What follows belongs to an exercise in optimizing a design on an open flow for small area, a short achievable clock period and few clock cycles per item; a production flow would make more cautious choices.
At most, simulation tests tie the RTL to the original design; equivalence was not proved.
Only the layout flow was run in run 3; the RTL was not checked for function there.
Power and IR drop assume default switching activity.

File: flow/config.mk
export PLATFORM = sky130hd
export DESIGN_NAME = alu_op_sequencer
export DESIGN_NICKNAME = alu_op_sequencer
export VERILOG_FILES = /design/flow/design.v
export SDC_FILE = /design/flow/constraint.sdc
export NUM_CORES = 4
export LEC_CHECK = 0
export CAP_MARGIN = 20
export CORE_MARGIN = 2
export CORE_UTILIZATION = 50
export SETUP_SLACK_MARGIN = 1.5
export SLEW_MARGIN = 60
export SYNTH_HIERARCHICAL = 1
export SYNTH_MINIMUM_KEEP_SIZE = 0
File: flow/constraint.sdc
create_clock -name core_clock -period 5.0 [get_ports {clk}]
set_input_delay 1.0000 -clock core_clock [delete_from_list [all_inputs] [get_ports {clk}]]
set_output_delay 1.0000 -clock core_clock [all_outputs]
set_load 0.01 [all_outputs]
File: flow/design.v
module alu_seq_g_inv (
    input  logic a,
    output logic y
);
    assign y = ~a;
endmodule
module alu_seq_g_nand2 (
    input  logic a, b,
    output logic y
);
    assign y = ~(a & b);
endmodule
module alu_seq_g_nor2 (
    input  logic a, b,
    output logic y
);
    assign y = ~(a | b);
endmodule
module alu_seq_g_nor3 (
    input  logic a, b, c,
    output logic y
);
    assign y = ~(a | b | c);
endmodule
module alu_seq_g_nand4 (
    input  logic a, b, c, d,
    output logic y
);
    assign y = ~(a & b & c & d);
endmodule
module alu_seq_g_and2 (
    input  logic a, b,
    output logic y
);
    assign y = a & b;
endmodule
module alu_seq_g_o22ai (
    input  logic a1, a2, b1, b2,
    output logic y
);
    assign y = ~((a1 | a2) & (b1 | b2));
endmodule
module alu_seq_rd_sel (
    input  logic [3:0]  addr,
    input  logic        en_n,
    output logic [15:0] sel_n
);
    logic [3:0] an;
    logic [3:0] pl, ph;
    for (genvar j = 0; j < 4; j++) begin : g_inv
        alu_seq_g_inv u_i (.a(addr[j]), .y(an[j]));
    end
    for (genvar k = 0; k < 4; k++) begin : g_pre
        alu_seq_g_nor3 u_l (
            .a(en_n),
            .b(k[0] ? an[0] : addr[0]),
            .c(k[1] ? an[1] : addr[1]),
            .y(pl[k]));
        alu_seq_g_nor2 u_h (
            .a(k[0] ? an[2] : addr[2]),
            .b(k[1] ? an[3] : addr[3]),
            .y(ph[k]));
    end
    for (genvar i = 0; i < 16; i++) begin : g_sel
        begin : g_s
            alu_seq_g_nand2 u_s (.a(pl[i%4]), .b(ph[i/4]), .y(sel_n[i]));
        end
    end
endmodule
module alu_seq_rd_mux #(
    parameter int N     = 32,
    parameter bit EXTRA = 1'b0
) (
    input  logic [16*N-1:0] data_n,
    input  logic [15:0]     sel_n,
    input  logic [N-1:0]    xdata,
    input  logic            xsel,
    output logic [N-1:0]    q
);
    for (genvar b = 0; b < N; b++) begin : g_bit
        logic [7:0] t;       
        logic [3:0] u;       
        for (genvar m = 0; m < 8; m++) begin : g_t
            alu_seq_g_o22ai u_t (
                .a1(sel_n[2*m]),   .a2(data_n[(2*m)*N + b]),
                .b1(sel_n[2*m+1]), .b2(data_n[(2*m+1)*N + b]),
                .y(t[m]));
        end
        if (EXTRA) begin : g_x
            logic xt;
            alu_seq_g_and2 u_x (.a(xsel), .b(xdata[b]), .y(xt));
            alu_seq_g_nor3 u_u0 (.a(t[0]), .b(t[1]), .c(xt), .y(u[0]));
        end else begin : g_nx
            alu_seq_g_nor2 u_u0 (.a(t[0]), .b(t[1]), .y(u[0]));
        end
        for (genvar m = 1; m < 4; m++) begin : g_u
            alu_seq_g_nor2 u_u (.a(t[2*m]), .b(t[2*m+1]), .y(u[m]));
        end
        alu_seq_g_nand4 u_q (.a(u[0]), .b(u[1]), .c(u[2]), .d(u[3]), .y(q[b]));
    end
endmodule
module alu_op_sequencer #(
    parameter int N    = 32,
    parameter int REGS = 16
) (
    input  logic         clk,
    input  logic         rst,
    input  logic         instr_valid,
    output logic         instr_ready,
    input  logic [3:0]   instr_func,
    input  logic [3:0]   instr_rd,
    input  logic [3:0]   instr_rs,
    input  logic [3:0]   instr_rt,
    input  logic         instr_use_imm,
    input  logic [N-1:0] instr_imm,
    output logic [N-1:0] alu_a,
    output logic [N-1:0] alu_b,
    output logic [3:0]   alu_func,
    input  logic [N-1:0] alu_res,
    output logic         res_valid,
    output logic [N-1:0] res_data,
    output logic [3:0]   res_rd,
    input  logic [3:0]   dbg_addr,
    output logic [N-1:0] dbg_data
);
    logic [N-1:0]    regfile_n [REGS];    
    logic            accept;
    logic [16*N-1:0] rf_flat_n;
    logic [15:0]     sel_a_n, sel_b_n, sel_d_n;
    always_comb begin
        for (int i = 0; i < REGS; i++) begin
            rf_flat_n[i*N +: N] = regfile_n[i];
        end
    end
    assign instr_ready = ~rst;
    assign accept      = instr_valid & ~rst;
    assign alu_func    = instr_func;
    alu_seq_rd_sel u_sel_a (.addr(instr_rs), .en_n(1'b0), .sel_n(sel_a_n));
    alu_seq_rd_mux #(.N(N), .EXTRA(1'b0)) u_mux_a (
        .data_n(rf_flat_n), .sel_n(sel_a_n), .xdata({N{1'b0}}), .xsel(1'b0), .q(alu_a));
    alu_seq_rd_sel u_sel_b (.addr(instr_rt), .en_n(instr_use_imm), .sel_n(sel_b_n));
    alu_seq_rd_mux #(.N(N), .EXTRA(1'b1)) u_mux_b (
        .data_n(rf_flat_n), .sel_n(sel_b_n), .xdata(instr_imm), .xsel(instr_use_imm), .q(alu_b));
    alu_seq_rd_sel u_sel_d (.addr(dbg_addr), .en_n(rst), .sel_n(sel_d_n));
    alu_seq_rd_mux #(.N(N), .EXTRA(1'b0)) u_mux_d (
        .data_n(rf_flat_n), .sel_n(sel_d_n), .xdata({N{1'b0}}), .xsel(1'b0), .q(dbg_data));
    always_ff @(posedge clk or posedge rst) begin
        if (rst) begin
            res_valid <= 1'b0;
        end else begin
            res_valid <= accept;
        end
    end
    always_ff @(posedge clk) begin
        res_data <= alu_res;
        res_rd   <= instr_rd;
    end
    always_ff @(posedge clk) begin
        for (int i = 0; i < REGS; i++) begin
            if (rst || (instr_valid && instr_rd == i[3:0])) begin
                regfile_n[i] <= rst ? '1 : ~alu_res;
            end
        end
    end
endmodule
File: flow/flow/run.sh
#!/bin/bash
# The standard layout (standard.sh, with its unchanged synthesis) with a
# few changes made through ORFS's own variables:
#  - port buffers are plain buf_2 cells instead of the delay cells that
#    buffer_ports picks by default;
#  - clock tree: sink clusters of up to 16, clkbuf_8 only, no dummy loads.
# standard.sh's output goes to standard.log here; ORFS's per-step logs are
# under orfs/logs/.
set -euo pipefail
export BUFFER_PORTS_ARGS="-buffer_cell sky130_fd_sc_hd__buf_2"
export SETUP_MOVE_SEQUENCE="sizeup,buffer"
export CTS_ARGS="-sink_clustering_enable -repair_clock_nets -dont_use_dummy_load -buf_list sky130_fd_sc_hd__clkbuf_8 -sink_clustering_size 16 -sink_clustering_max_diameter 60"
bash standard.sh > standard.log 2>&1
File: flow/standard.sh
#!/bin/bash
# synth_recipe.tcl (not shown) runs the flow's synth.tcl, then flattens the netlist and writes it again
# the make line also repeats each setting of config.mk as NAME=value (left out here)
make -C /OpenROAD-flow-scripts/flow DESIGN_CONFIG=/design/flow/config.mk WORK_HOME=/design/flow/orfs CLKGATE_MAP_FILE= SYNTH_SCRIPT=/design/flow/synth_recipe.tcl "${@:-finish}"
==> flow_summary.json, run 1 <==
{
  "yosysSeqAreaShare_pct": 66.68,
  "cpPeakStageDelay_ns": 0.29,
  "die_width_um": 223.9,
  "start_util_pct": 50.64,
  "arrival_ns": 2.57,
  "critPathRequiredTime_ns": 4.00,
  "hpwl_um": 58730,
  "worstHoldPathCells": 1,
  "drive_above_1_share_pct": 23.61,
  "syn-cell-area_um2": 24180,
  "holdPathEnd": "res_data[29]",
  "setup_ws_ns": 1.426,
  "finalWirelength_um": 103800,
  "place_congestion": 0.8930,
  "rows": 80,
  "final_cells": 2992,
  "hold_buffers": 0,
  "tightest_slew_ns": 0.6068,
  "path_clk_slew_ns": 0.10,
  "outcome": "complete, no violations",
  "hold_violations": 0,
  "p_per_area_nw_per_um2": 312.0,
  "grtUsageTotal_pct": 39.76,
  "vias": 22940,
  "io_pins": 226,
  "drc_errors": 0,
  "grt-busiest-layer": "met2",
  "cts_root_buf": "clkbuf_8",
  "whs_ns": 0.4242,
  "cts_buffers": 46,
  "use_met2_pct": 60.93,
  "cp_max_fo": 16,
  "crit_top_cell": "buf_2",
  "antenna_found_initial": 0,
  "cts_sinks": 549,
  "drt_iter0_markers": 4554,
  "htreeDepth": 2,
  "cap_violations": 0,
  "grt_max_degree": 33,
  "die_area_um2": 50130,
  "yosysWarnings": 8,
  "static-leakage-power_nw": 10.05,
  "syn_avg_cell_area_um2": 12.17,
  "fmax_mhz": 279.8,
  "period_minus_slack_ns": 3.574,
  "cp_cell_sequence": "buf_2 -> inv_2 -> nor2_4 -> nand2_2 -> buf_8 -> o22ai_1 -> nor2_1 -> nand4_1 -> buf_2",
  "met3_usage_pct": 10.09,
  "max_slew_margin_pct": 59.55,
  "hp-class": "input port to register",
  "coreArea_um2": 47750,
  "clk_path_buf_depth": 3,
  "slowest_stage": "buf_8",
  "viasPerCell": 7.666,
  "wl_per_cell_um": 34.70,
  "irDropWorstVdd_v": 0.0002203,
  "hold_path_startpoint": "alu_res[29]",
  "cp-end-kind": "output port",
  "tns_ns": 0,
  "place_ws_ns": 0.9410,
  "grt_pass1_wl_um": 141700,
  "drt-pass1-iter-count": 10,
  "finalCritPeriodShare_pct": 71.48,
  "ys_types": 28,
  "finalMaxSlewViolations": 0,
  "nFillCells": 3663,
  "ant_nets": 0,
  "fp.dieH_um": 223.9,
  "grt-ovfl-total": 0,
  "fin_nets": 2466,
  "dp.cells": 2901,
  "syn_inst": 1986,
  "grt.met1_usage_pct": 52.02,
  "path_delay_family": "buffers and inverters",
  "yosys_register_bits": 549,
  "cts_tree": "yes",
  "rsz0062_at_grt": "true",
  "critPathLaunchType": "input port",
  "grt_pass1_vias": 21440,
  "finalSetupViolCount": 0,
  "crit_type": "input port to output port",
  "cp.buffers_inverters": 4,
  "port_buffers": 217,
  "area_growth_pct": 21.64
}
==> worst max-delay path by stage <==
stage                   endpoint  cells after the start  slack (ns)        start
detailed placement  dbg_data[27]                      8        0.94          rst
finish              dbg_data[27]                      9        1.43  dbg_addr[2]
global placement        alu_a[8]                      9        0.88  instr_rs[0]
floorplan               alu_b[0]                      6        1.77  instr_rt[0]
global route        dbg_data[24]                     10        1.45  dbg_addr[0]
CTS                 dbg_data[27]                     10        1.48  dbg_addr[0]
==> synthesized netlist by cell type <==
cell      number  area share (%)
a21o_1         3           0.093
a31o_1         3            0.11
a31o_2         1           0.036
a41o_1         5            0.21
and2_1        32            0.83
and2b_1        1           0.031
buf_2          7            0.14
buf_4          4            0.12
conb_1         1           0.016
dfrtp_1        1            0.10
dfxtp_1       36             3.0
edfxtp_1     512              64
inv_1         13            0.20
inv_2          1           0.016
nand2_1       81             1.3
nand2b_1       1           0.026
nand3_1        1           0.021
nand3b_1       1           0.031
nand4_1       96             2.5
nor2_1       364             5.7
nor2_2         1           0.026
nor2b_1        1           0.026
nor2b_4        2            0.11
nor3_2        44             1.8
nor3b_2        2            0.10
o21ai_0        1           0.021
o21ai_1        3           0.062
o22ai_1      768              20
==> per-module statistics from Yosys, one instance, submodules excluded, excerpt <==
| module | cell area, um^2 | cells inside |
|---|---|---|
| alu_seq_g_inv | 3.754 | 1 |
| alu_op_sequencer | 16540 | 622 |
| alu_seq_g_nor2 | 3.754 | 1 |
| alu_seq_g_and2 | 6.256 | 1 |
| alu_seq_g_nand4 | 6.256 | 1 |
| alu_seq_g_nor3 | 10.01 | 1 |
| alu_seq_g_o22ai | 6.256 | 1 |
| alu_seq_g_nand2 | 3.754 | 1 |
==> timing repair <==
action                                  4_1_cts  5_1_grt
buffers inserted                             21       23
gates resized for setup                     161      153
endpoints found under the setup margin       96       82
==> state kept, by name (all words and copies together) (netlist names) <==
register and cells:
regfile_n 512, res_rd 4, res_data 32, res_valid 1
==> per-layer routing <==
metal	vias up	share of wire (%)
li1	9124	-
met1	10980	34
met2	2317	44
met3	515	15
met4	0	5.9
met5	-	0
==> layout make-up <==
class,instances,area [um^2],area share (%)
Tap cell,615,769.5,2.617
Clock buffer,46,633.1,2.153
Timing Repair Buffer,352,2955,10.05
Sequential cell,549,16120,54.82
Multi-Input combinational cell,1415,8847,30.08
Inverter,14,80.08,0.2723
Antenna cell,1,2.502,0.008509
==> layout by cell type (no fill, tap or decap), types with 7 or more instances in the layout <==
cell	count
and2_1	32
buf_12	36
buf_16	11
buf_2	206
buf_4	63
buf_6	28
buf_8	7
clkbuf_8	46
dfxtp_1	36
edfxtp_1	512
nand2_1	45
nand2_2	15
nand2_8	16
nand4_1	96
nor2_1	347
nor2_2	8
nor2_4	10
nor3_2	32
nor3_4	12
o22ai_1	736
o22ai_2	26
==> stage by stage <==
stage               power, mW  utilization, %  cell area [um^2]
floorplan               6.265               -             24190
detailed placement      6.827           56.58             27020
global placement        6.773           55.91             26690
CTS                     9.069           59.82             28560
finish                  9.177           61.59             29410
global route            9.402           61.59             29410
==> power by group <==
group	leakage, nW	internal, mW	switching, mW	total (mW)
Combinational	4.32	0.384	0.745	1.13
Sequential	5.40	5.47	0.295	5.76
Clock	0.331	0.822	1.46	2.29
==> cells by family after synthesis <==
group                  after synthesis  share of synthesized area [%]
flip-flops                         549                          66.68
AO/OA/AOI/OAI                      784                          20.40
other                                1                        0.01551
AND/OR/NAND/NOR                    627                          12.42
buffers and inverters               25                         0.4865
Testbench counts, summed over its fixed seeds: cycles 3,208, items 3,200.
==> run 2: changes to the inputs <==
--- a/flow/flow/run.sh
+++ b/flow/flow/run.sh
@@ -5,2 +5,6 @@
 #    buffer_ports picks by default;
+#  - before global placement, the read-mux OAI22 gates are marked dont_touch
+#    so that timing repair sizes the select drivers instead of the 768 small
+#    mux gates (flow/dont_touch_mux.tcl);
+#  - setup repair only sizes up and buffers;
 #  - clock tree: sink clusters of up to 16, clkbuf_8 only, no dummy loads.
@@ -9,3 +13,5 @@
 set -euo pipefail
+here=$(pwd)
 export BUFFER_PORTS_ARGS="-buffer_cell sky130_fd_sc_hd__buf_2"
+export PRE_GLOBAL_PLACE_TCL="$here/flow/dont_touch_mux.tcl"
 export SETUP_MOVE_SEQUENCE="sizeup,buffer"
==> flow/flow/dont_touch_mux.tcl (new file) <==
# keep the read-mux first-level gates (OAI22) at their synthesized size
set n 0
foreach inst [get_cells *] {
  if {[regexp {^sky130_fd_sc_hd__o22ai_} [get_property $inst ref_name]]} {
    set_dont_touch $inst
    incr n
  }
}
puts "dont_touch on $n read-mux cells"
--- a/flow/config.mk
+++ b/flow/config.mk
@@ -10,3 +10,3 @@
 export CORE_UTILIZATION = 50
-export SETUP_SLACK_MARGIN = 1.5
+export SETUP_SLACK_MARGIN = 2
 export SLEW_MARGIN = 60
==> run 2 against run 1 <==
Against the previous run:
- clock-buffer cell count increased by 2
- critical path depth is the same
- clock power barely moved
- largest cell class unchanged
- still clean
- non-clock buffer count down 56
==> flow_summary.json, run 2 <==
{
  "antenna_found_initial": 3,
  "fin_nets": 2412,
  "hp-class": "input port to register",
  "syn_inst": 1986,
  "clk_path_buf_depth": 3,
  "area_growth_pct": 20.72,
  "rsz0062_at_grt": "true",
  "port_buffers": 217,
  "grt_max_degree": 33,
  "cts_root_buf": "clkbuf_8",
  "grtUsageTotal_pct": 40.31,
  "static-leakage-power_nw": 9.657,
  "synth_top_area_share_pct": 63.59,
  "yosys_register_bits": 549,
  "synth-async-reset-ratio_pct": 0.1821,
  "grt_pass1_wl_um": 143800,
  "multi_input_area_um2": 9173,
  "fin_util_pct": 61.13,
  "drt_iter0_markers": 3891,
  "layout_common_cells": "o22ai_1 (754), edfxtp_1 (512), nor2_1 (341)",
  "synth_top_area_cell": "edfxtp_1",
  "power_mw": 9.254,
  "p_per_area_nw_per_um2": 317.1,
  "dr.max_layer_used": "met5",
  "finalWirelength_um": 103500,
  "finalMaxSlewViolations": 0,
  "synth_xor_area_share_pct": 0,
  "ant_nets": 0,
  "hold_violations": 0,
  "synth_edf_count": 512,
  "post_synth_fa_ha_maj_area_fraction_pct": 0,
  "whs_ns": 0.4194,
  "hold_buffers": 0,
  "ys_types": 28,
  "cts_buffers": 48,
  "syn-cell-area_um2": 24180,
  "critPathRequiredTime_ns": 4.00,
  "viasPerCell": 7.724,
  "crit_type": "input port to output port",
  "synthTopCellsByArea": "edfxtp_1 (64%), o22ai_1 (20%), nor2_1 (5.7%)",
  "regArea_um2": 16120,
  "rows": 80,
  "cap_violations": 0,
  "cp-end-kind": "output port",
  "wl_met1_um": 36120,
  "arrival_ns": 2.69,
  "yosysWarnings": 8,
  "met3_length_um": 16910,
  "tightest_slew_ns": 0.5920,
  "wl_per_cell_um": 35.24,
  "coreArea_um2": 47750,
  "hpwl_um": 54500,
  "period_minus_slack_ns": 3.685,
  "outcome": "complete, no violations",
  "yosysSeqAreaShare_pct": 66.68,
  "final_common_cell": "o22ai_1",
  "cp_max_fo": 32,
  "fmax_mhz": 271.4,
  "fp.dieH_um": 223.9,
  "vias": 22690,
  "largest_reg_flops": 512,
  "cts_tree": "yes",
  "drive_above_1_share_pct": 22.05,
  "place_congestion": 0.9000,
  "top_regs": "regfile_n x512, res_data x32, res_rd x4",
  "synth_compound_area_share_pct": 20.40,
  "regMostFlops": "regfile_n",
  "path_clk_slew_ns": 0.10,
  "syn_avg_cell_area_um2": 12.17,
  "dp.cells": 2854,
  "htreeDepth": 2,
  "synth_mux_area_share_pct": 0,
  "grt-ovfl-total": 0,
  "synth_most_common_cell": "o22ai_1",
  "max_slew_margin_pct": 60.53,
  "finalCritPeriodShare_pct": 73.70,
  "die_width_um": 223.9,
  "finalSetupViolCount": 0,
  "wl_met2_um": 44180,
  "io_pins": 226,
  "critPathLaunchType": "input port",
  "irDropWorstVdd_v": 0.0002576,
  "synth_common_cells": "o22ai_1 (768), edfxtp_1 (512), nor2_1 (364), nand4_1 (96), nand2_1 (81)",
  "nFillCells": 3671,
  "synth_flop_cell": "edfxtp_1",
  "synth_simple_gate_area_share_pct": 12.42,
  "drt-pass1-iter-count": 6,
  "grt_pass1_vias": 21570,
  "synth_top_family_by_area": "compound AO/OA/AOI/OAI gates",
  "start_util_pct": 50.64,
  "final_cells": 2938,
  "drc_errors": 0,
  "tns_ns": 0,
  "cts_sinks": 549,
  "die_area_um2": 50130
}
## run 2: Yosys stat by module (local to each module, per instance), excerpt
module            copies in the design  cell area [um^2]
alu_seq_g_nor2                     364             3.754
alu_seq_g_o22ai                    768             6.256
alu_seq_g_nand2                     48             3.754
alu_seq_g_and2                      32             6.256
alu_seq_g_nor3                      44             10.01
alu_op_sequencer                     1             16540
alu_seq_g_nand4                     96             6.256
alu_seq_g_inv                       12             3.754
## run 2: final cells by class
cell class              instances  area share [%]
inverters                      14          0.3430
diodes                          1        0.008574
flip-flops and latches        549           55.23
multi-input cells            1415           31.43
well taps                     615           2.637
clock buffers                  48           2.264
repair buffers                296           8.085
## run 2: cells by family (layout without fill, tap and decap cells)
family	Yosys count	in the layout
and+or+nand+nor	627	627
DFF	549	549
AOI/OAI and AO/OA	784	784
other	1	5
buffers and inverters	25	358
## run 2: path summary, 6_finish.rpt
path | start | endpoint | depth (start not counted)
setup / recovery | instr_rt[1] | alu_b[0] | 9
hold / removal | alu_res[16] | res_data[16] | 1
max in group asynchronous | rst | res_valid | 3
min in group asynchronous | rst | res_valid | 3
## run 2: stage by stage
stage	setup slack, ns	instance area (um^2)
5_1_grt	1.343	29190
3_3_place_gp	1.070	26740
2_1_floorplan	1.786	24770
3_5_place_dp	0.8472	27560
6_report	1.315	29190
4_1_cts	1.495	29110
## run 2: power breakdown
part,leakage [nW],total [mW],switching (mW),internal (mW)
Clock,0.345,2.32,1.46,0.855
Sequential,5.40,5.76,0.289,5.47
Combinational,3.92,1.18,0.775,0.405
## run 2: critical path: stages
cell      delay, ns
buf_12         0.12
clkinv_8       0.05
nor3_4         0.03
buf_6          0.13
nand2_8        0.38
o22ai_2        0.13
nor3_2         0.35
nand4_1        0.27
buf_2          0.22
## run 2: timing repair
action | 4_1_cts | 5_1_grt
resized for setup | 109 | 15
setup endpoints to repair | 97 | 96
pin swaps | 0 | 0
buffers inserted | 34 | 1
## run 2: layer usage
layer | global-route usage (%) | up-vias
met3 | 12.20 | 545
met1 | 53.73 | 10810
met2 | 59.47 | 2353
li1 | - | 8985
met4 | 21.76 | 4
met5 | 0 | -
==> run 3: changes to the inputs <==
--- a/flow/design.v
+++ b/flow/design.v
@@ -127,9 +127,2 @@
     logic            accept;
-    logic [16*N-1:0] rf_flat_n;
-    logic [15:0]     sel_a_n, sel_b_n, sel_d_n;
-    always_comb begin
-        for (int i = 0; i < REGS; i++) begin
-            rf_flat_n[i*N +: N] = regfile_n[i];
-        end
-    end
     assign instr_ready = ~rst;
@@ -137,11 +130,25 @@
     assign alu_func    = instr_func;
-    alu_seq_rd_sel u_sel_a (.addr(instr_rs), .en_n(1'b0), .sel_n(sel_a_n));
-    alu_seq_rd_mux #(.N(N), .EXTRA(1'b0)) u_mux_a (
-        .data_n(rf_flat_n), .sel_n(sel_a_n), .xdata({N{1'b0}}), .xsel(1'b0), .q(alu_a));
-    alu_seq_rd_sel u_sel_b (.addr(instr_rt), .en_n(instr_use_imm), .sel_n(sel_b_n));
-    alu_seq_rd_mux #(.N(N), .EXTRA(1'b1)) u_mux_b (
-        .data_n(rf_flat_n), .sel_n(sel_b_n), .xdata(instr_imm), .xsel(instr_use_imm), .q(alu_b));
-    alu_seq_rd_sel u_sel_d (.addr(dbg_addr), .en_n(rst), .sel_n(sel_d_n));
-    alu_seq_rd_mux #(.N(N), .EXTRA(1'b0)) u_mux_d (
-        .data_n(rf_flat_n), .sel_n(sel_d_n), .xdata({N{1'b0}}), .xsel(1'b0), .q(dbg_data));
+    localparam int GRP = 2;
+    localparam int GW  = N / GRP;
+    for (genvar g = 0; g < GRP; g++) begin : g_grp
+        logic [15:0]      sa_n, sb_n, sd_n;
+        logic [16*GW-1:0] dat_n;
+        always_comb begin
+            for (int i = 0; i < REGS; i++) begin
+                dat_n[i*GW +: GW] = regfile_n[i][g*GW +: GW];
+            end
+        end
+        alu_seq_rd_sel u_sel_a (.addr(instr_rs), .en_n(1'b0), .sel_n(sa_n));
+        alu_seq_rd_mux #(.N(GW), .EXTRA(1'b0)) u_mux_a (
+            .data_n(dat_n), .sel_n(sa_n), .xdata({GW{1'b0}}), .xsel(1'b0),
+            .q(alu_a[g*GW +: GW]));
+        alu_seq_rd_sel u_sel_b (.addr(instr_rt), .en_n(instr_use_imm), .sel_n(sb_n));
+        alu_seq_rd_mux #(.N(GW), .EXTRA(1'b1)) u_mux_b (
+            .data_n(dat_n), .sel_n(sb_n), .xdata(instr_imm[g*GW +: GW]),
+            .xsel(instr_use_imm), .q(alu_b[g*GW +: GW]));
+        alu_seq_rd_sel u_sel_d (.addr(dbg_addr), .en_n(rst), .sel_n(sd_n));
+        alu_seq_rd_mux #(.N(GW), .EXTRA(1'b0)) u_mux_d (
+            .data_n(dat_n), .sel_n(sd_n), .xdata({GW{1'b0}}), .xsel(1'b0),
+            .q(dbg_data[g*GW +: GW]));
+    end
     always_ff @(posedge clk or posedge rst) begin
==> run 3 against run 2 <==
Against the previous run:
- die area is 1.6% higher
- power up 2.7%
- largest cell class unchanged
- highest routed layer is now met4
- area after synthesis increased by 1.6%
- largest power group unchanged
- synthesized cell count is 4.2% higher
==> flow_summary.json, run 3 <==
{
  "outcome": "complete, no violations",
  "syn_inst": 2070,
  "rsz0062_at_grt": "true",
  "synth_most_common_cell": "o22ai_1",
  "hpwl_um": 61810,
  "tns_ns": 0,
  "grt_pass1_vias": 22900,
  "synth_flop_cell": "edfxtp_1",
  "arrival_ns": 2.51,
  "ys_types": 28,
  "cpPeakStageDelay_ns": 0.27,
  "finalWirelength_um": 110300,
  "wl_per_cell_um": 35.45,
  "multi_input_area_um2": 10410,
  "fp.dieH_um": 225.7,
  "cts_tree": "yes",
  "largest_reg_flops": 512,
  "path_delay_family": "simple AND/OR/NAND/NOR gates",
  "layout_common_cells": "o22ai_1 (768), edfxtp_1 (512), nor2_1 (341)",
  "yosysWarnings": 8,
  "syn-cell-area_um2": 24570,
  "synth_edf_count": 512,
  "max_slew_margin_pct": 58.88,
  "fmax_mhz": 285.0,
  "critPathRequiredTime_ns": 4.00,
  "cts_sinks": 549,
  "cp_cell_sequence": "buf_12 -> inv_8 -> nor3_4 -> buf_6 -> nand2_8 -> o22ai_1 -> nor2_1 -> nand4_1 -> buf_2",
  "synth_top_area_share_pct": 62.58,
  "clk_path_buf_depth": 3,
  "io_pins": 226,
  "regArea_um2": 16120,
  "hold_violations": 0,
  "whs_ns": 0.3589,
  "drc_errors": 0,
  "die_width_um": 225.7,
  "antenna_found_initial": 1,
  "die_area_um2": 50920,
  "finalSetupViolCount": 0,
  "period_minus_slack_ns": 3.509,
  "synth_common_cells": "o22ai_1 (768), edfxtp_1 (512), nor2_1 (376), nand2_1 (129), nand4_1 (96)",
  "cp.buffers_inverters": 4,
  "yosysSeqAreaShare_pct": 65.62,
  "fin_nets": 2535,
  "viasPerCell": 7.631,
  "hold_buffers": 0,
  "critPathLaunchType": "input port",
  "start_util_pct": 50.40,
  "hp-class": "input port to async pin",
  "cp-end-kind": "output port",
  "port_buffers": 217,
  "rows": 81,
  "drive_above_1_share_pct": 25.19,
  "grt_pass1_wl_um": 153100,
  "vias": 23730,
  "top_regs": "regfile_n x512, res_data x32, res_rd x4",
  "finalCritPeriodShare_pct": 70.18,
  "drt_iter0_markers": 5072,
  "static-leakage-power_nw": 10.09,
  "path_clk_slew_ns": 0.09,
  "cts_root_buf": "clkbuf_8",
  "synth_top_area_cell": "edfxtp_1",
  "grt-ovfl-total": 0,
  "synthTopCellsByArea": "edfxtp_1 (63%), o22ai_1 (20%), nor2_1 (5.7%)",
  "coreArea_um2": 48750,
  "synth-async-reset-ratio_pct": 0.1821,
  "drt-pass1-iter-count": 9,
  "htreeDepth": 2,
  "final_common_cell": "o22ai_1",
  "irDropWorstVdd_v": 0.0002532,
  "place_congestion": 0.9357,
  "p_per_area_nw_per_um2": 306.2,
  "syn_avg_cell_area_um2": 11.87,
  "slowest_stage": "nand4_1",
  "yosys_register_bits": 549,
  "nFillCells": 3596,
  "ant_nets": 0,
  "tightest_slew_ns": 0.6168,
  "grtUsageTotal_pct": 42.75,
  "crit_type": "input port to output port",
  "cts_buffers": 49,
  "grt_max_degree": 33,
  "area_growth_pct": 26.36,
  "finalMaxSlewViolations": 0,
  "cp_max_fo": 16,
  "regMostFlops": "regfile_n",
  "cap_violations": 0
}
run 3: cell type report:
cell class | count | area share (%)
Sequential cell | 549 | 51.93
Tap cell | 664 | 2.676
Multi-Input combinational cell | 1491 | 33.52
Inverter | 26 | 0.5481
Antenna cell | 1 | 0.008061
Timing Repair Buffer | 330 | 9.149
Clock buffer | 49 | 2.172
run 3: timing repair:
item,4_1_cts,5_1_grt
buffers inserted,79,9
gates resized for setup,348,33
setup endpoints to repair,97,96
run 3: power breakdown:
part / switching (mW) / leakage (nW) / total [mW] / internal [mW]
sequential: 0.305 / 5.40 / 5.77 / 5.47
clock: 1.52 / 0.352 / 2.39 / 0.872
combinational: 0.875 / 4.34 / 1.34 / 0.460
total: 2.70 / 10.1 / 9.50 / 6.80
run 3: path summary, 6_finish.rpt:
kind                             start            to  cells past startpoint
setup / recovery           instr_rs[0]     alu_a[27]                      9
max in group asynchronous          rst     res_valid                      2
min in group core_clock    alu_res[17]  res_data[17]                      1
hold / removal                     rst     res_valid                      2
run 3: logic make-up after synthesis:
| logic type | after synthesis | synth area share (%) |
|---|---|---|
| other | 1 | 0.01526 |
| DFF | 549 | 65.62 |
| AOI/OAI and AO/OA | 784 | 20.08 |
| buffers and inverters | 37 | 0.6621 |
| and+or+nand+nor | 699 | 13.63 |
run 3: stage by stage:
| step | utilization [%] | setup slack, ns | instances | instance area [um^2] | power (mW) |
|---|---|---|---|---|---|
| final | 63.68 | 1.491 | 3110 | 31040 | 9.504 |
| after global routing | 63.68 | 1.452 | 3110 | 31040 | 9.718 |
| after CTS | 63.15 | 1.676 | 3099 | 30780 | 9.372 |
| after detailed placement | 55.73 | 1.054 | 2971 | 27170 | 6.878 |
| after global placement | 54.59 | 0.9755 | 2962 | 26610 | 6.804 |
| after floorplan | - | 1.786 | 2077 | 24590 | 6.280 |
run 3: modules after synthesis (local to each module, per instance), excerpt:
module            flops+latches  times used
alu_seq_g_o22ai               0         768
alu_seq_g_nor3                0          56
alu_seq_g_nor2                0         376
alu_seq_g_inv                 0          24
alu_seq_g_nand2               0          96
alu_seq_g_nand4               0          96
alu_op_sequencer            549           1
alu_seq_g_and2                0          32
run 3: routing by layer:
layer	wire, um	up-vias	part of all wire, %	GRT usage, %
met2	49540	2420	45	66.07
li1	-	9349	-	-
met1	35910	11310	33	51.46
met3	15410	655	14	11.09
met5	0	-	0	0
met4	9397	0	8.5	32.86
==> run 4: changes to the inputs <==
--- a/flow/design.v
+++ b/flow/design.v
@@ -127,2 +127,9 @@
     logic            accept;
+    logic [16*N-1:0] rf_flat_n;
+    logic [15:0]     sel_a_n, sel_b_n, sel_d_n;
+    always_comb begin
+        for (int i = 0; i < REGS; i++) begin
+            rf_flat_n[i*N +: N] = regfile_n[i];
+        end
+    end
     assign instr_ready = ~rst;
@@ -130,25 +137,11 @@
     assign alu_func    = instr_func;
-    localparam int GRP = 2;
-    localparam int GW  = N / GRP;
-    for (genvar g = 0; g < GRP; g++) begin : g_grp
-        logic [15:0]      sa_n, sb_n, sd_n;
-        logic [16*GW-1:0] dat_n;
-        always_comb begin
-            for (int i = 0; i < REGS; i++) begin
-                dat_n[i*GW +: GW] = regfile_n[i][g*GW +: GW];
-            end
-        end
-        alu_seq_rd_sel u_sel_a (.addr(instr_rs), .en_n(1'b0), .sel_n(sa_n));
-        alu_seq_rd_mux #(.N(GW), .EXTRA(1'b0)) u_mux_a (
-            .data_n(dat_n), .sel_n(sa_n), .xdata({GW{1'b0}}), .xsel(1'b0),
-            .q(alu_a[g*GW +: GW]));
-        alu_seq_rd_sel u_sel_b (.addr(instr_rt), .en_n(instr_use_imm), .sel_n(sb_n));
-        alu_seq_rd_mux #(.N(GW), .EXTRA(1'b1)) u_mux_b (
-            .data_n(dat_n), .sel_n(sb_n), .xdata(instr_imm[g*GW +: GW]),
-            .xsel(instr_use_imm), .q(alu_b[g*GW +: GW]));
-        alu_seq_rd_sel u_sel_d (.addr(dbg_addr), .en_n(rst), .sel_n(sd_n));
-        alu_seq_rd_mux #(.N(GW), .EXTRA(1'b0)) u_mux_d (
-            .data_n(dat_n), .sel_n(sd_n), .xdata({GW{1'b0}}), .xsel(1'b0),
-            .q(dbg_data[g*GW +: GW]));
-    end
+    alu_seq_rd_sel u_sel_a (.addr(instr_rs), .en_n(1'b0), .sel_n(sel_a_n));
+    alu_seq_rd_mux #(.N(N), .EXTRA(1'b0)) u_mux_a (
+        .data_n(rf_flat_n), .sel_n(sel_a_n), .xdata({N{1'b0}}), .xsel(1'b0), .q(alu_a));
+    alu_seq_rd_sel u_sel_b (.addr(instr_rt), .en_n(instr_use_imm), .sel_n(sel_b_n));
+    alu_seq_rd_mux #(.N(N), .EXTRA(1'b1)) u_mux_b (
+        .data_n(rf_flat_n), .sel_n(sel_b_n), .xdata(instr_imm), .xsel(instr_use_imm), .q(alu_b));
+    alu_seq_rd_sel u_sel_d (.addr(dbg_addr), .en_n(rst), .sel_n(sel_d_n));
+    alu_seq_rd_mux #(.N(N), .EXTRA(1'b0)) u_mux_d (
+        .data_n(rf_flat_n), .sel_n(sel_d_n), .xdata({N{1'b0}}), .xsel(1'b0), .q(dbg_data));
     always_ff @(posedge clk or posedge rst) begin
==> flow/flow/run.sh (replaced) <==
#!/bin/bash
# The standard layout (standard.sh, with its unchanged synthesis) with a
# few changes made through ORFS's own variables and step hooks:
#  - port buffers are plain buf_2 cells instead of the delay cells that
#    buffer_ports picks by default;
#  - before the first global placement the 512 register-file flops are put
#    in a grid, one column per register and one row band per bit
#    (flow/place_regfile.tcl), and held there through global placement;
#    afterwards they are released (flow/unfix_regfile.tcl) and treated like
#    any other cell;
#  - clock tree: sink clusters of up to 16, clkbuf_8 only, no dummy loads.
# standard.sh's output goes to standard.log here; ORFS's per-step logs are
# under orfs/logs/.
set -euo pipefail
here=$(pwd)
export BUFFER_PORTS_ARGS="-buffer_cell sky130_fd_sc_hd__buf_2"
export PRE_GLOBAL_PLACE_SKIP_IO_TCL="$here/flow/place_regfile.tcl"
export POST_GLOBAL_PLACE_TCL="$here/flow/unfix_regfile.tcl"
export SETUP_MOVE_SEQUENCE="sizeup,buffer"
export CTS_ARGS="-sink_clustering_enable -repair_clock_nets -dont_use_dummy_load -buf_list sky130_fd_sc_hd__clkbuf_8 -sink_clustering_size 16 -sink_clustering_max_diameter 60"
bash standard.sh > standard.log 2>&1
==> flow/flow/place_regfile.tcl (new file) <==
# Place the register-file flip-flops in a grid before global placement:
# register i in column i, bit b in row band b. The flops are left FIRM for
# global placement (see unfix_regfile.tcl), so the read-mux gates gather
# around them and each read select line runs along one column.
set block [ord::get_db_block]
set rows {}
foreach r [$block getRows] {
  lappend rows [list [lindex [$r getOrigin] 1] $r]
}
set rows [lsort -integer -index 0 $rows]
set nrows [llength $rows]
set core [$block getCoreArea]
set cx0 [$core xMin]
set cx1 [$core xMax]

# occupied intervals per row y (tap cells are already placed)
array set occ {}
foreach inst [$block getInsts] {
  set st [$inst getPlacementStatus]
  if {$st eq "NONE" || $st eq "UNPLACED"} { continue }
  set bb [$inst getBBox]
  lappend occ([$bb yMin]) [list [$bb xMin] [$bb xMax]]
}

proc free_at {y x w} {
  global occ
  if {![info exists occ($y)]} { return 1 }
  foreach iv $occ($y) {
    if {$x < [lindex $iv 1] && [lindex $iv 0] < $x + $w} { return 0 }
  }
  return 1
}

set nreg 16
set nbit 32
set placed 0
foreach inst [$block getInsts] {
  if {![regexp {^regfile_n\\?\[(\d+)\\?\]\\?\[(\d+)\\?\]} [$inst getName] -> i b]} { continue }
  set ri [expr {int(($b + 0.5) * $nrows / $nbit)}]
  set r [lindex [lindex $rows $ri] 1]
  set y [lindex [$r getOrigin] 1]
  set ox [lindex [$r getOrigin] 0]
  set sw [$r getSpacing]
  set ns [$r getSiteCount]
  set w [[$inst getMaster] getWidth]
  set wsites [expr {($w + $sw - 1) / $sw}]
  set want [expr {$cx0 + ($cx1 - $cx0) * ($i + 0.5) / $nreg - $w / 2.0}]
  set k0 [expr {int(round(($want - $ox) / double($sw)))}]
  set done 0
  for {set d 0} {$d < $ns && !$done} {incr d} {
    foreach k [list [expr {$k0 + $d}] [expr {$k0 - $d}]] {
      if {$k < 0 || $k + $wsites > $ns} { continue }
      set x [expr {$ox + $k * $sw}]
      if {[free_at $y $x $w]} {
        $inst setOrient [$r getOrient]
        $inst setLocation $x $y
        $inst setPlacementStatus FIRM
        lappend occ($y) [list $x [expr {$x + $w}]]
        set done 1
        incr placed
        break
      }
    }
  }
}
puts "place_regfile: placed $placed register-file flops in a grid"
==> flow/flow/unfix_regfile.tcl (new file) <==
# Release the register-file flops placed by place_regfile.tcl so that the
# later steps may legalise and move them like any other cell.
set n 0
foreach inst [[ord::get_db_block] getInsts] {
  if {[$inst getPlacementStatus] eq "FIRM"} {
    $inst setPlacementStatus PLACED
    incr n
  }
}
puts "unfix_regfile: released $n flops"
--- a/flow/config.mk
+++ b/flow/config.mk
@@ -10,3 +10,3 @@
 export CORE_UTILIZATION = 50
-export SETUP_SLACK_MARGIN = 2
+export SETUP_SLACK_MARGIN = 1.5
 export SLEW_MARGIN = 60
removed: flow/flow/dont_touch_mux.tcl
==> run 4 against run 3 <==
Against the previous run:
- final area is 8.8% lower
- clock power is 8% lower
- setup slack got worse by 0.078 ns
- global-route usage fell by 8.1 points
- utilization fell by 4.4 points
- flip-flop and latch count stayed put
- sequential share of layout area up 5.0 points
- first-iteration DRC count down 1.3%
- via count decreased by 9.4%
- critical path depth unchanged
- synthesized cell count decreased by 4.1%
- critical endpoint is now alu_b[24]
- largest power group unchanged
- highest routed layer is now met5
==> flow_summary.json, run 4 <==
{
  "arrival_ns": 2.59,
  "synth_top_area_share_pct": 63.59,
  "max_slew_margin_pct": 60.24,
  "cts_sinks": 549,
  "grt_pass1_vias": 18700,
  "irDropWorstVdd_v": 0.0001463,
  "fp.dieH_um": 223.9,
  "finalWirelength_um": 90730,
  "top_regs": "regfile_n x512, res_data x32, res_rd x4",
  "synthTopCellsByArea": "edfxtp_1 (64%), o22ai_1 (20%), nor2_1 (5.7%)",
  "whs_ns": 0.4363,
  "syn_avg_cell_area_um2": 12.17,
  "cp_max_fo": 32,
  "hold_violations": 0,
  "syn-cell-area_um2": 24180,
  "drt_iter0_markers": 5007,
  "fin_nets": 2404,
  "worstHoldPathCells": 1,
  "ys_types": 28,
  "cts_tree": "yes",
  "hpwl_um": 64070,
  "synth_edf_count": 512,
  "setup_ws_ns": 1.413,
  "wl_per_cell_um": 30.95,
  "period_minus_slack_ns": 3.587,
  "vias": 21500,
  "p_per_area_nw_per_um2": 321.5,
  "nFillCells": 3833,
  "crit_top_cell": "buf_2",
  "coreArea_um2": 47750,
  "grt_max_degree": 39,
  "largest_reg_flops": 512,
  "drt-pass1-iter-count": 9,
  "grtUsageTotal_pct": 34.64,
  "die_area_um2": 50130,
  "final_common_cell": "o22ai_1",
  "hp-class": "input port to register",
  "cts_buffers": 43,
  "path_clk_slew_ns": 0.10,
  "rows": 80,
  "tightest_slew_ns": 0.5964,
  "rsz0062_at_grt": "true",
  "cp-end-kind": "output port",
  "synth-async-reset-ratio_pct": 0.1821,
  "fmax_mhz": 278.8,
  "place_ws_ns": 0.9865,
  "layout_common_cells": "o22ai_1 (735), edfxtp_1 (512), nor2_1 (307)",
  "die_width_um": 223.9,
  "antenna_found_initial": 10,
  "critPathRequiredTime_ns": 4.00,
  "finalCritPeriodShare_pct": 71.73,
  "clk_path_buf_depth": 3,
  "grt_pass1_wl_um": 128400,
  "synth_common_cells": "o22ai_1 (768), edfxtp_1 (512), nor2_1 (364), nand4_1 (96), nand2_1 (81)",
  "yosysWarnings": 8,
  "cp_cell_sequence": "buf_2 -> inv_4 -> nor3_4 -> nand2_1 -> buf_6 -> o22ai_1 -> nor2_2 -> nand4_1 -> buf_2",
  "cts_root_buf": "clkbuf_8",
  "slowest_stage": "nor3_4",
  "power_mw": 9.098,
  "drc_errors": 0,
  "cpPeakStageDelay_ns": 0.30,
  "outcome": "complete, no violations",
  "ant_nets": 0,
  "synth_most_common_cell": "o22ai_1",
  "finalSetupViolCount": 0,
  "crit_type": "input port to output port",
  "grt-ovfl-total": 0,
  "port_buffers": 217,
  "finalMaxSlewViolations": 0,
  "tns_ns": 0,
  "critPathLaunchType": "input port",
  "area_growth_pct": 17.05,
  "htreeDepth": 2,
  "start_util_pct": 50.64,
  "io_pins": 226,
  "synth_flop_cell": "edfxtp_1",
  "viasPerCell": 7.332,
  "drive_above_1_share_pct": 23.16,
  "static-leakage-power_nw": 9.577,
  "cap_violations": 0,
  "regMostFlops": "regfile_n",
  "synth_top_area_cell": "edfxtp_1",
  "yosysSeqAreaShare_pct": 66.68,
  "syn_inst": 1986,
  "yosys_register_bits": 549
}
[run 4: stage by stage]
step | area [um^2] | util, % | cells
2_1_floorplan | 24190 | - | 1989
3_3_place_gp | 26470 | 55.43 | 2869
3_5_place_dp | 26610 | 55.72 | 2879
4_1_cts | 27520 | 57.64 | 2924
5_1_grt | 28300 | 59.26 | 2931
6_report | 28300 | 59.27 | 2932
[run 4: modules after synthesis (local to each module, per instance), a selection]
module	cells	flops+latches
alu_seq_g_nand2	1	0
alu_seq_g_nor2	1	0
alu_seq_g_nand4	1	0
alu_op_sequencer	622	549
alu_seq_g_nor3	1	0
alu_seq_g_inv	1	0
alu_seq_g_o22ai	1	0
alu_seq_g_and2	1	0
[run 4: cells by family (layout without fill, tap and decap cells)]
kind of cell	after synthesis	in the layout	synth area share (%)
other	1	7	0.01551
and+or+nand+nor	627	627	12.42
AOI/OAI and AO/OA	784	784	20.40
DFF	549	549	66.68
buffers and inverters	25	350	0.4865
[run 4: report_power, final]
group,total (mW),switching (mW),internal [mW]
combinational,1.05,0.711,0.344
sequential,5.84,0.366,5.47
clock,2.21,1.44,0.771
[run 4: per-layer routing]
| metal | vias to the layer above | wire, um | track usage, % |
|---|---|---|---|
| li1 | 8968 | - | - |
| met1 | 9915 | 35760 | 53.10 |
| met3 | 249 | 18830 | 18.61 |
| met5 | - | 175 | 1.075 |
| met4 | 16 | 3083 | 8.989 |
| met2 | 2350 | 32890 | 41.43 |
[run 4: cell type report]
type,count,area [um^2],share of cell area (%)
multi-input combinational,1415,8600,30.39
clock buffer,43,591.8,2.091
sequential,549,16120,56.97
timing repair buffer,293,2137,7.552
tap,615,769.5,2.719
inverter,14,72.57,0.2564
antenna,3,7.507,0.02653
[run 4: timing repair]
| item | in CTS | in global routing |
|---|---|---|
| endpoints found under the hold margin | 0 | 0 |
| hold buffers | 0 | 0 |
| pin swaps | 0 | 0 |
| resized for setup | 74 | 175 |
| buffers inserted | 2 | 5 |
| setup endpoints to repair | 93 | 96 |
[run 4: worst paths after layout]
check | startpoint | slack [ns] | end
worst min-delay path | alu_res[31] | 0.44 | res_data[31]
max in group asynchronous | rst | 4.18 | res_valid
min in group asynchronous | rst | 0.45 | res_valid
worst max-delay path | instr_rt[0] | 1.41 | alu_b[24]
[run 4: worst max-delay path: cells and delay by family]
| family | cells | cell delay, ns |
|---|---|---|
| AOI/OAI and AO/OA | 1 | 0.24 |
| buffers and inverters | 4 | 0.61 |
| and+or+nand+nor | 4 | 0.71 |
Testbench counts of run 4, summed over its fixed seeds: cycles 3,208, items 3,200.
==> run 5: changes to the inputs <==
--- a/flow/flow/place_regfile.tcl
+++ b/flow/flow/place_regfile.tcl
@@ -1,3 +1,4 @@
 # Place the register-file flip-flops in a grid before global placement:
-# register i in column i, bit b in row band b. The flops are left FIRM for
+# register i in column i, bit b in row band b (or, in a narrow core, eight
+# columns and two row bands per bit). The flops are left FIRM for
 # global placement (see unfix_regfile.tcl), so the read-mux gates gather
@@ -36,5 +37,14 @@
 set placed 0
+# registers per row: all 16 when they fit across the core with room to
+# spare, else 8 (each bit then takes two rows)
+set fw 11040
+foreach inst [$block getInsts] {
+  if {[regexp {^regfile_n} [$inst getName]]} { set fw [[$inst getMaster] getWidth]; break }
+}
+if {($cx1 - $cx0) >= 1.05 * $nreg * $fw} { set ncol $nreg } else { set ncol [expr {$nreg / 2}] }
+set nband [expr {$nbit * $nreg / $ncol}]
 foreach inst [$block getInsts] {
   if {![regexp {^regfile_n\\?\[(\d+)\\?\]\\?\[(\d+)\\?\]} [$inst getName] -> i b]} { continue }
-  set ri [expr {int(($b + 0.5) * $nrows / $nbit)}]
+  set band [expr {$b * ($nreg / $ncol) + $i / $ncol}]
+  set ri [expr {int(($band + 0.5) * $nrows / $nband)}]
   set r [lindex [lindex $rows $ri] 1]
@@ -46,3 +56,3 @@
   set wsites [expr {($w + $sw - 1) / $sw}]
-  set want [expr {$cx0 + ($cx1 - $cx0) * ($i + 0.5) / $nreg - $w / 2.0}]
+  set want [expr {$cx0 + ($cx1 - $cx0) * (($i % $ncol) + 0.5) / $ncol - $w / 2.0}]
   set k0 [expr {int(round(($want - $ox) / double($sw)))}]
@@ -65,2 +75,2 @@
 }
-puts "place_regfile: placed $placed register-file flops in a grid"
+puts "place_regfile: placed $placed register-file flops in a grid of $ncol columns"
--- a/flow/config.mk
+++ b/flow/config.mk
@@ -8,2 +8,3 @@
 export CAP_MARGIN = 20
+export CORE_ASPECT_RATIO = 1.6
 export CORE_MARGIN = 2
==> run 5 against run 4 <==
Against the previous run:
- critical path depth unchanged
- setup slack got worse by 0.066 ns
- utilization increased by 0.39 points
- synthesized cell count unchanged
- critical path type unchanged
- still clean on timing, DRC and antenna
- final area increased by 0.44%
- sequential power about the same
==> flow_summary.json, run 5 <==
{
  "top_regs": "regfile_n x512, res_data x32, res_rd x4",
  "finalWirelength_um": 92210,
  "start_util_pct": 50.75,
  "synthTopCellsByArea": "edfxtp_1 (64%), o22ai_1 (20%), nor2_1 (5.7%)",
  "static-leakage-power_nw": 9.715,
  "syn_avg_cell_area_um2": 12.17,
  "cp_max_fo": 32,
  "outcome": "complete, no violations",
  "port_buffers": 217,
  "hold_violations": 0,
  "p_per_area_nw_per_um2": 317.4,
  "cp-end-kind": "output port",
  "period_minus_slack_ns": 3.653,
  "io_pins": 226,
  "wl_per_cell_um": 31.23,
  "cts_root_buf": "clkbuf_8",
  "drive_above_1_share_pct": 23.48,
  "intPower_mw": 6.535,
  "hold_buffers": 0,
  "layout_common_cells": "o22ai_1 (738), edfxtp_1 (512), nor2_1 (313)",
  "critPathLaunchType": "input port",
  "viasPerCell": 7.467,
  "cp.depth": 9,
  "cts_tree": "yes",
  "hp-class": "input port to register",
  "worstSetupStartpoint": "instr_rt[1]",
  "hpwl_um": 65770,
  "nFillCells": 3702,
  "drt_iter0_markers": 4759,
  "critPathRequiredTime_ns": 4.00,
  "synth_common_cells": "o22ai_1 (768), edfxtp_1 (512), nor2_1 (364), nand4_1 (96), nand2_1 (81)",
  "synth_most_common_cell": "o22ai_1",
  "cp_cell_sequence": "buf_4 -> inv_4 -> nor3_4 -> nand2_2 -> buf_12 -> o22ai_1 -> nor2_1 -> nand4_1 -> buf_2",
  "yosys_register_bits": 549,
  "final_common_cell": "o22ai_1",
  "synth_edf_count": 512,
  "clockPowerShare_pct": 23.3,
  "htreeDepth": 2,
  "slowest_stage": "nor2_1",
  "syn-cell-area_um2": 24180,
  "finalCritPeriodShare_pct": 73.05,
  "rows": 101,
  "crit_type": "input port to output port",
  "hold_path_startpoint": "alu_res[29]",
  "worstHoldPathCells": 1,
  "ant_nets": 0,
  "drt-pass1-iter-count": 10,
  "fmax_mhz": 273.8,
  "swShare_pct": 27.57,
  "area_growth_pct": 17.56,
  "die_width_um": 177.8,
  "largest_reg_flops": 512,
  "rsz0062_at_grt": "true",
  "yosysSeqAreaShare_pct": 66.68,
  "regMostFlops": "regfile_n",
  "grtUsageTotal_pct": 35.57,
  "switchingPower_mw": 2.487,
  "drc_errors": 0,
  "die_area_um2": 50180,
  "vias": 22050,
  "cap_violations": 0,
  "cpPeakStageDelay_ns": 0.35,
  "seqPwrFrac_pct": 65.0,
  "synth_top_area_share_pct": 63.59,
  "combPwrFrac_pct": 11.7,
  "fin_nets": 2415,
  "power_mw": 9.023,
  "antenna_found_initial": 11,
  "yosysWarnings": 8,
  "grt_pass1_wl_um": 129800,
  "grt-ovfl-total": 0,
  "path_clk_slew_ns": 0.10,
  "finalSetupViolCount": 0,
  "cp.buffers_inverters": 4,
  "cts_sinks": 549,
  "synth_flop_cell": "edfxtp_1",
  "cts_buffers": 40,
  "synth-async-reset-ratio_pct": 0.1821,
  "whs_ns": 0.4777,
  "setup_ws_ns": 1.347,
  "arrival_ns": 2.65,
  "synth_top_area_cell": "edfxtp_1",
  "path_delay_family": "simple AND/OR/NAND/NOR gates",
  "syn_inst": 1986,
  "finalMaxSlewViolations": 0,
  "fp.dieH_um": 282.1,
  "coreArea_um2": 47640,
  "grt_pass1_vias": 19630,
  "clk_path_buf_depth": 3,
  "place_ws_ns": 1.063,
  "tns_ns": 0,
  "ys_types": 28,
  "irDropWorstVdd_v": 0.0001647,
  "grt_max_degree": 33
}
-- run 5: cell counts after synthesis --
Identical to the previous run, type by type.
-- run 5: cell families after synthesis --
group                  after synthesis  share of synthesized area (%)
other                                1                        0.01551
AOI/OAI and AO/OA                  784                          20.40
DFF                                549                          66.68
buffers and inverters               25                         0.4865
and+or+nand+nor                    627                          12.42
-- run 5: metal layers --
| layer | routed length [um] | track usage [%] |
|---|---|---|
| met3 | 17640 | 14.41 |
| met4 | 5598 | 16.88 |
| met1 | 32810 | 51.12 |
| met5 | 8 | 0 |
| met2 | 36160 | 46.66 |
-- run 5: through the flow --
step	cells	utilization [%]	instance area [um^2]
global route	2952	59.65	28420
global placement	2876	55.76	26560
detailed placement	2884	55.93	26650
CTS	2934	58.07	27670
finish	2953	59.66	28420
floorplan	1989	-	24190
-- run 5: layout make-up --
class / count / area (um^2) / area share, %
Antenna cell: 10 / 25.02 / 0.08804
Clock buffer: 40 / 550.5 / 1.937
Inverter: 14 / 67.56 / 0.2377
Multi-Input combinational cell: 1415 / 8608 / 30.29
Sequential cell: 549 / 16120 / 56.72
Tap cell: 618 / 773.2 / 2.721
Timing Repair Buffer: 307 / 2277 / 8.012
-- run 5: path summary, 6_finish.rpt --
kind	endpoint	slack, ns
min	res_data[29]	0.48
max in group asynchronous	res_valid	3.74
min in group asynchronous	res_valid	0.97
max	alu_b[11]	1.35
-- run 5: repair_timing --
action                     in CTS  in global routing
setup endpoints to repair      96                 85
resized for setup             104                155
setup buffers                  10                  9
-- run 5: power groups by stage --
stage | sequential, mW | clock, mW | combinational, mW
CTS | 5.81 | 2.11 | 0.963
finish | 5.86 | 2.10 | 1.06
global placement | 5.93 | 0 | 0.925
global route | 5.89 | 2.25 | 1.09
detailed placement | 5.90 | 0 | 0.941
floorplan | 5.78 | 0 | 0.481
-- run 5: modules after synthesis (local to each module, per instance), excerpt --
| module | area, um^2 | flops+latches | times used | cells inside |
|---|---|---|---|---|
| alu_seq_g_nor2 | 3.754 | 0 | 364 | 1 |
| alu_seq_g_inv | 3.754 | 0 | 12 | 1 |
| alu_seq_g_nor3 | 10.01 | 0 | 44 | 1 |
| alu_seq_g_and2 | 6.256 | 0 | 32 | 1 |
| alu_seq_g_nand4 | 6.256 | 0 | 96 | 1 |
| alu_seq_g_o22ai | 6.256 | 0 | 768 | 1 |
| alu_op_sequencer | 16540 | 549 | 1 | 622 |
| alu_seq_g_nand2 | 3.754 | 0 | 48 | 1 |
==> run 6: changes to the inputs <==
--- a/flow/config.mk
+++ b/flow/config.mk
@@ -8,3 +8,3 @@
 export CAP_MARGIN = 20
-export CORE_ASPECT_RATIO = 1.6
+export CORE_ASPECT_RATIO = 1.25
 export CORE_MARGIN = 2
==> run 6 against run 5 <==
Against the previous run:
- area after synthesis did not move
- worst hold slack got worse by 0.031 ns
- die area barely moved
- clock-buffer cell count rose by 3
- critical path depth rose by 1
- via count fell by 2.3%
- highest routed layer unchanged
- global-route usage fell by 2.0 points
- setup slack improved by 0.084 ns
- final area rose by 0.44%
- clock power rose by 6%
==> flow_summary.json, run 6 <==
{
  "rsz0062_at_grt": "true",
  "static-leakage-power_nw": 9.712,
  "drt_iter0_markers": 3854,
  "port_buffers": 217,
  "finalCritPeriodShare_pct": 71.37,
  "path_clk_slew_ns": 0.11,
  "start_util_pct": 50.40,
  "drive_above_1_share_pct": 23.81,
  "finalWirelength_um": 88450,
  "crit_type": "input port to output port",
  "hold_violations": 0,
  "cap_violations": 0,
  "drt-pass1-iter-count": 9,
  "wl_per_cell_um": 29.76,
  "synth_top_area_share_pct": 63.59,
  "arrival_ns": 2.57,
  "yosysSeqAreaShare_pct": 66.68,
  "coreArea_um2": 47970,
  "hpwl_um": 63250,
  "synth_edf_count": 512,
  "ant_nets": 0,
  "drc_errors": 0,
  "viasPerCell": 7.248,
  "vias": 21540,
  "p_per_area_nw_per_um2": 318.8,
  "cp_max_fo": 32,
  "syn_avg_cell_area_um2": 12.17,
  "die_area_um2": 50140,
  "grtUsageTotal_pct": 33.58,
  "period_minus_slack_ns": 3.569,
  "syn_inst": 1986,
  "max_slew_margin_pct": 61.43,
  "hp-class": "input port to register",
  "cts_buffers": 43,
  "cp-end-kind": "output port",
  "tightest_slew_ns": 0.5785,
  "largest_reg_flops": 512,
  "layout_common_cells": "o22ai_1 (722), edfxtp_1 (512), nor2_1 (317)",
  "critPathRequiredTime_ns": 4.00,
  "antenna_found_initial": 4,
  "setup_ws_ns": 1.432,
  "hold_buffers": 0,
  "place_ws_ns": 1.110,
  "io_pins": 226,
  "synthTopCellsByArea": "edfxtp_1 (64%), o22ai_1 (20%), nor2_1 (5.7%)",
  "die_width_um": 200.7,
  "finalSetupViolCount": 0,
  "slowest_stage": "nor2_1",
  "fin_nets": 2417,
  "grt_pass1_wl_um": 126900,
  "cts_tree": "yes",
  "final_common_cell": "o22ai_1",
  "synth-async-reset-ratio_pct": 0.1821,
  "synth_flop_cell": "edfxtp_1",
  "synth_top_area_cell": "edfxtp_1",
  "finalMaxSlewViolations": 0,
  "fp.dieH_um": 249.9,
  "yosysWarnings": 8,
  "ys_types": 28,
  "rows": 90,
  "yosys_register_bits": 549,
  "top_regs": "regfile_n x512, res_data x32, res_rd x4",
  "synth_most_common_cell": "o22ai_1",
  "cp_cell_sequence": "clkbuf_4 -> inv_4 -> nor3_4 -> buf_4 -> nand2_2 -> buf_12 -> o22ai_1 -> nor2_1 -> nand4_1 -> buf_2",
  "cts_sinks": 549,
  "synth_common_cells": "o22ai_1 (768), edfxtp_1 (512), nor2_1 (364), nand4_1 (96), nand2_1 (81)",
  "clk_path_buf_depth": 3,
  "syn-cell-area_um2": 24180,
  "area_growth_pct": 18.08,
  "cpPeakStageDelay_ns": 0.32,
  "tns_ns": 0,
  "outcome": "complete, no violations",
  "grt-ovfl-total": 0,
  "grt_pass1_vias": 18790,
  "critPathLaunchType": "input port",
  "grt_max_degree": 37,
  "htreeDepth": 2,
  "fmax_mhz": 280.2,
  "regMostFlops": "regfile_n",
  "cts_root_buf": "clkbuf_8",
  "irDropWorstVdd_v": 0.0001920
}
## run 6: changes by cell type in the layout (fill, tap and decap cells not counted), sizes merged
cell | previous run | this run
diode | 10 | 1
buf | 304 | 302
clkbuf | 43 | 47
## run 6: area by class of cell
class | count | area [um^2]
clock buffer | 43 | 591.8
antenna | 1 | 2.502
tap | 644 | 805.8
inverter | 14 | 62.56
timing repair buffer | 306 | 2238
fill | 3889 | 19420
multi-input combinational | 1415 | 8726
sequential | 549 | 16120
## run 6: what timing repair did
action,CTS,global route
endpoints found under the setup margin,91,94
setup buffers,4,10
resized for setup,81,187
cloned,0,0
## run 6: critical path, delay by kind of cell
kind | cells | cell delay, ns
buf+inv | 5 | 0.81
compound gates | 1 | 0.09
simple gates | 4 | 0.67
## run 6: worst paths after layout
check	start	to	slack (ns)	cells after the start
max in group asynchronous	rst	res_valid	4.01	3
setup / recovery	instr_rs[1]	alu_a[6]	1.43	10
min in group asynchronous	rst	res_valid	0.63	3
hold / removal	alu_res[1]	res_data[1]	0.45	1
## run 6: cells by family (layout without fill, tap and decap cells)
| group | count (synthesis) | count (layout) | share of synthesized area (%) |
|---|---|---|---|
| buffers and inverters | 25 | 363 | 0.4865 |
| AND/OR/NAND/NOR | 627 | 627 | 12.42 |
| AO/OA/AOI/OAI | 784 | 784 | 20.40 |
| flip-flops | 549 | 549 | 66.68 |
| other | 1 | 5 | 0.01551 |
## run 6: power by group
part	switching [mW]	total (mW)	leakage, nW	internal (mW)
Combinational	0.715	1.07	4.01	0.354
Clock	1.45	2.22	0.309	0.772
Sequential	0.343	5.81	5.40	5.47
## run 6: layer usage
layer  GRT usage (%)  wire length [um]
met1           50.69             34720
met3           15.15             16570
met4           11.98              3780
met5               0                26
met2           41.90             33350
## run 6: per-module statistics from Yosys, one instance, submodules excluded, a selection
module / cells / flip-flops and latches / area [um^2]
alu_op_sequencer: 622 / 549 / 16540
alu_seq_g_and2: 1 / 0 / 6.256
alu_seq_g_inv: 1 / 0 / 3.754
alu_seq_g_nand2: 1 / 0 / 3.754
alu_seq_g_nand4: 1 / 0 / 6.256
alu_seq_g_nor2: 1 / 0 / 3.754
alu_seq_g_nor3: 1 / 0 / 10.01
alu_seq_g_o22ai: 1 / 0 / 6.256
## run 6: through the flow
step	hold WS (ns)	utilization, %	cell area [um^2]	power (mW)	instances
after CTS	0.4073	57.56	27610	9.001	2961
final	0.4466	59.51	28550	9.102	2972
after global placement	1.119	55.37	26560	6.817	2904
after detailed placement	1.117	55.61	26680	6.822	2914
after global routing	0.4235	59.51	28550	9.343	2972
after floorplan	0.9560	-	24190	6.265	1989
==> run 7: changes to the inputs <==
--- a/flow/design.v
+++ b/flow/design.v
@@ -30,7 +30,7 @@
 endmodule
-module alu_seq_g_and2 (
-    input  logic a, b,
+module alu_seq_g_a211oi (
+    input  logic a1, a2, b, c,
     output logic y
 );
-    assign y = a & b;
+    assign y = ~((a1 & a2) | b | c);
 endmodule
@@ -89,5 +89,3 @@
         if (EXTRA) begin : g_x
-            logic xt;
-            alu_seq_g_and2 u_x (.a(xsel), .b(xdata[b]), .y(xt));
-            alu_seq_g_nor3 u_u0 (.a(t[0]), .b(t[1]), .c(xt), .y(u[0]));
+            alu_seq_g_a211oi u_u0 (.a1(xsel), .a2(xdata[b]), .b(t[0]), .c(t[1]), .y(u[0]));
         end else begin : g_nx
==> run 7 against run 6 <==
Against the previous run:
- worst hold slack got worse by 0.015 ns
- flip-flop and latch count unchanged
- final area rose by 0.25%
- synthesized cell count is 1.6% lower
- utilization grew 0.96 points
- first-iteration DRC count fell by 1.9%
- combinational power barely moved
- global-route usage rose by 0.51 points
- final cell count down 1.6%
- die area is 0.49% lower
- still clean on timing, DRC and antenna
- critical path depth fell by 1
- power grew 0.42%
- largest power group unchanged
==> flow_summary.json, run 7 <==
{
  "outcome": "complete, no violations",
  "io_pins": 226,
  "synth_top_area_share_pct": 63.91,
  "grt_pass1_wl_um": 127900,
  "cts_tree": "yes",
  "hpwl_um": 63520,
  "grt_pass1_vias": 18520,
  "syn-cell-area_um2": 24060,
  "syn_inst": 1954,
  "grt_max_degree": 33,
  "antenna_found_initial": 6,
  "synth_edf_count": 512,
  "arrival_ns": 2.57,
  "critPathLaunchType": "input port",
  "die_area_um2": 49900,
  "tightest_slew_ns": 0.5590,
  "final_common_cell": "o22ai_1",
  "drt_iter0_markers": 3781,
  "synthTopCellsByArea": "edfxtp_1 (64%), o22ai_1 (20%), nor2_1 (5.7%)",
  "finalWirelength_um": 89470,
  "static-leakage-power_nw": 9.647,
  "p_per_area_nw_per_um2": 319.4,
  "cap_violations": 0,
  "synth_common_cells": "o22ai_1 (768), edfxtp_1 (512), nor2_1 (364), nand4_1 (96), nand2_1 (81)",
  "crit_type": "input port to output port",
  "multi_input_area_um2": 8856,
  "finalMaxSlewViolations": 0,
  "synth_top_area_cell": "edfxtp_1",
  "critPathRequiredTime_ns": 4.00,
  "max_slew_margin_pct": 62.73,
  "rows": 89,
  "ys_types": 28,
  "ant_nets": 0,
  "die_width_um": 200.2,
  "period_minus_slack_ns": 3.572,
  "yosysSeqAreaShare_pct": 67.01,
  "fin_nets": 2374,
  "yosys_register_bits": 549,
  "cp-end-kind": "output port",
  "grtUsageTotal_pct": 34.09,
  "path_clk_slew_ns": 0.11,
  "htreeDepth": 2,
  "coreArea_um2": 47330,
  "grt-ovfl-total": 0,
  "layout_common_cells": "o22ai_1 (691), edfxtp_1 (512), nor2_1 (305)",
  "viasPerCell": 7.305,
  "synth_most_common_cell": "o22ai_1",
  "area_growth_pct": 18.97,
  "hold_buffers": 0,
  "hold_violations": 0,
  "largest_reg_flops": 512,
  "cp_max_fo": 32,
  "synth-async-reset-ratio_pct": 0.1821,
  "hp-class": "input port to async pin",
  "finalCritPeriodShare_pct": 71.44,
  "rsz0062_at_grt": "true",
  "regArea_um2": 16120,
  "whs_ns": 0.4318,
  "finalSetupViolCount": 0,
  "fp.dieH_um": 249.2,
  "irDropWorstVdd_v": 0.0001722,
  "yosysWarnings": 8,
  "synth_flop_cell": "edfxtp_1",
  "top_regs": "regfile_n x512, res_data x32, res_rd x4",
  "nFillCells": 3821,
  "drive_above_1_share_pct": 25.70,
  "cts_sinks": 549,
  "clk_path_buf_depth": 3,
  "regMostFlops": "regfile_n",
  "tns_ns": 0,
  "drc_errors": 0,
  "cts_root_buf": "clkbuf_8",
  "wl_per_cell_um": 30.60,
  "start_util_pct": 50.83,
  "port_buffers": 217,
  "vias": 21360,
  "cts_buffers": 44,
  "fmax_mhz": 279.9,
  "syn_avg_cell_area_um2": 12.31,
  "drt-pass1-iter-count": 9,
  "fin_util_pct": 60.47
}
==> run 7: cell type report <==
type	instances	area share (%)
well taps	637	2.785
clock buffers	44	2.116
inverters	14	0.2142
repair buffers	294	7.589
diodes	3	0.02623
flip-flops and latches	549	56.33
multi-input cells	1383	30.94
==> run 7: layer usage <==
layer,vias up,global-route usage (%),wire length (um)
li1,8873,-,-
met1,10120,53.14,35070
met2,2156,42.62,34560
met3,209,13.51,16480
met4,6,10.83,3325
met5,-,0,38
==> run 7: Yosys stat by module, one instance, submodules excluded, a selection <==
module	cells	times used	flops+latches
alu_seq_g_nor3	1	12	0
alu_seq_g_nand2	1	48	0
alu_op_sequencer	622	1	549
alu_seq_g_inv	1	12	0
alu_seq_g_nand4	1	96	0
alu_seq_g_nor2	1	364	0
==> run 7: final timing paths <==
kind                             start     endpoint  cells past startpoint
setup / recovery           instr_rs[0]    alu_a[15]                      9
hold / removal                     rst    res_valid                      2
max in group asynchronous          rst    res_valid                      2
min in group core_clock     alu_res[1]  res_data[1]                      1
==> run 7: critical path: stages <==
cell and delay (ns):
buf_2 0.15, inv_2 0.09, nor3_4 0.37, nand2_2 0.12
buf_12 0.19, o22ai_1 0.23, nor2_2 0.12, nand4_1 0.10
buf_2 0.16
==> run 7: repair_timing <==
item	in CTS	in global routing
setup endpoints to repair	72	95
setup buffers	1	5
pin swaps	0	0
gates resized for setup	77	243
==> run 7: report_power, final <==
part	switching, mW	internal [mW]	leakage (nW)
Sequential	0.347	5.47	5.40
Combinational	0.728	0.359	3.93
Clock	1.45	0.789	0.316
==> run 7: logic make-up after synthesis <==
| family | count (synthesis) | share of synthesized area [%] |
|---|---|---|
| buf+inv | 25 | 0.4889 |
| flops | 549 | 67.01 |
| simple gates | 563 | 10.32 |
| other cells | 1 | 0.01559 |
| compound gates | 816 | 22.17 |
==> run 7: per-stage QoR <==
step | setup slack (ns) | instance area (um^2) | total power [mW] | cells
after floorplan | 1.774 | 24070 | 6.261 | 1957
after global placement | 1.157 | 26400 | 6.818 | 2863
after detailed placement | 1.104 | 26500 | 6.826 | 2871
after CTS | 1.483 | 27430 | 9.023 | 2916
after global routing | 1.442 | 28610 | 9.399 | 2922
final | 1.428 | 28620 | 9.140 | 2924
Testbench counts of run 7, summed over its fixed seeds: cycles 3,208, items 3,200.

port drivers added, routing unchanged:
No port has a modelled driver above. Below, the same layouts with a new extraction and two added sets of constraints. Step 1 assumes that a clkbuf_16 drives the clock port and a buf_2 every other input. Step 2, shift: input delay + t, output delay - t, t = (earliest + latest rising clock arrival at the registers) / 2. This alone moves slack from input paths to output paths. Three values: ideal ports, drivers, drivers and shift; two values: the first two.
run | t, ns | setup WS [ns]
run 1 | 0.715 | 1.426 / 1.322 / 1.322
run 2 | 0.718 | 1.315 / 1.265 / 1.265
run 3 | 0.745 | 1.491 / 1.395 / 1.395
run 4 | 0.712 | 1.413 / 1.328 / 1.328
run 5 | 0.660 | 1.347 / 1.242 / 1.242
run 6 | 0.696 | 1.432 / 1.365 / 1.365
run 7 | 0.698 | 1.428 / 1.358 / 1.358
After both steps every run listed still meets setup and hold.
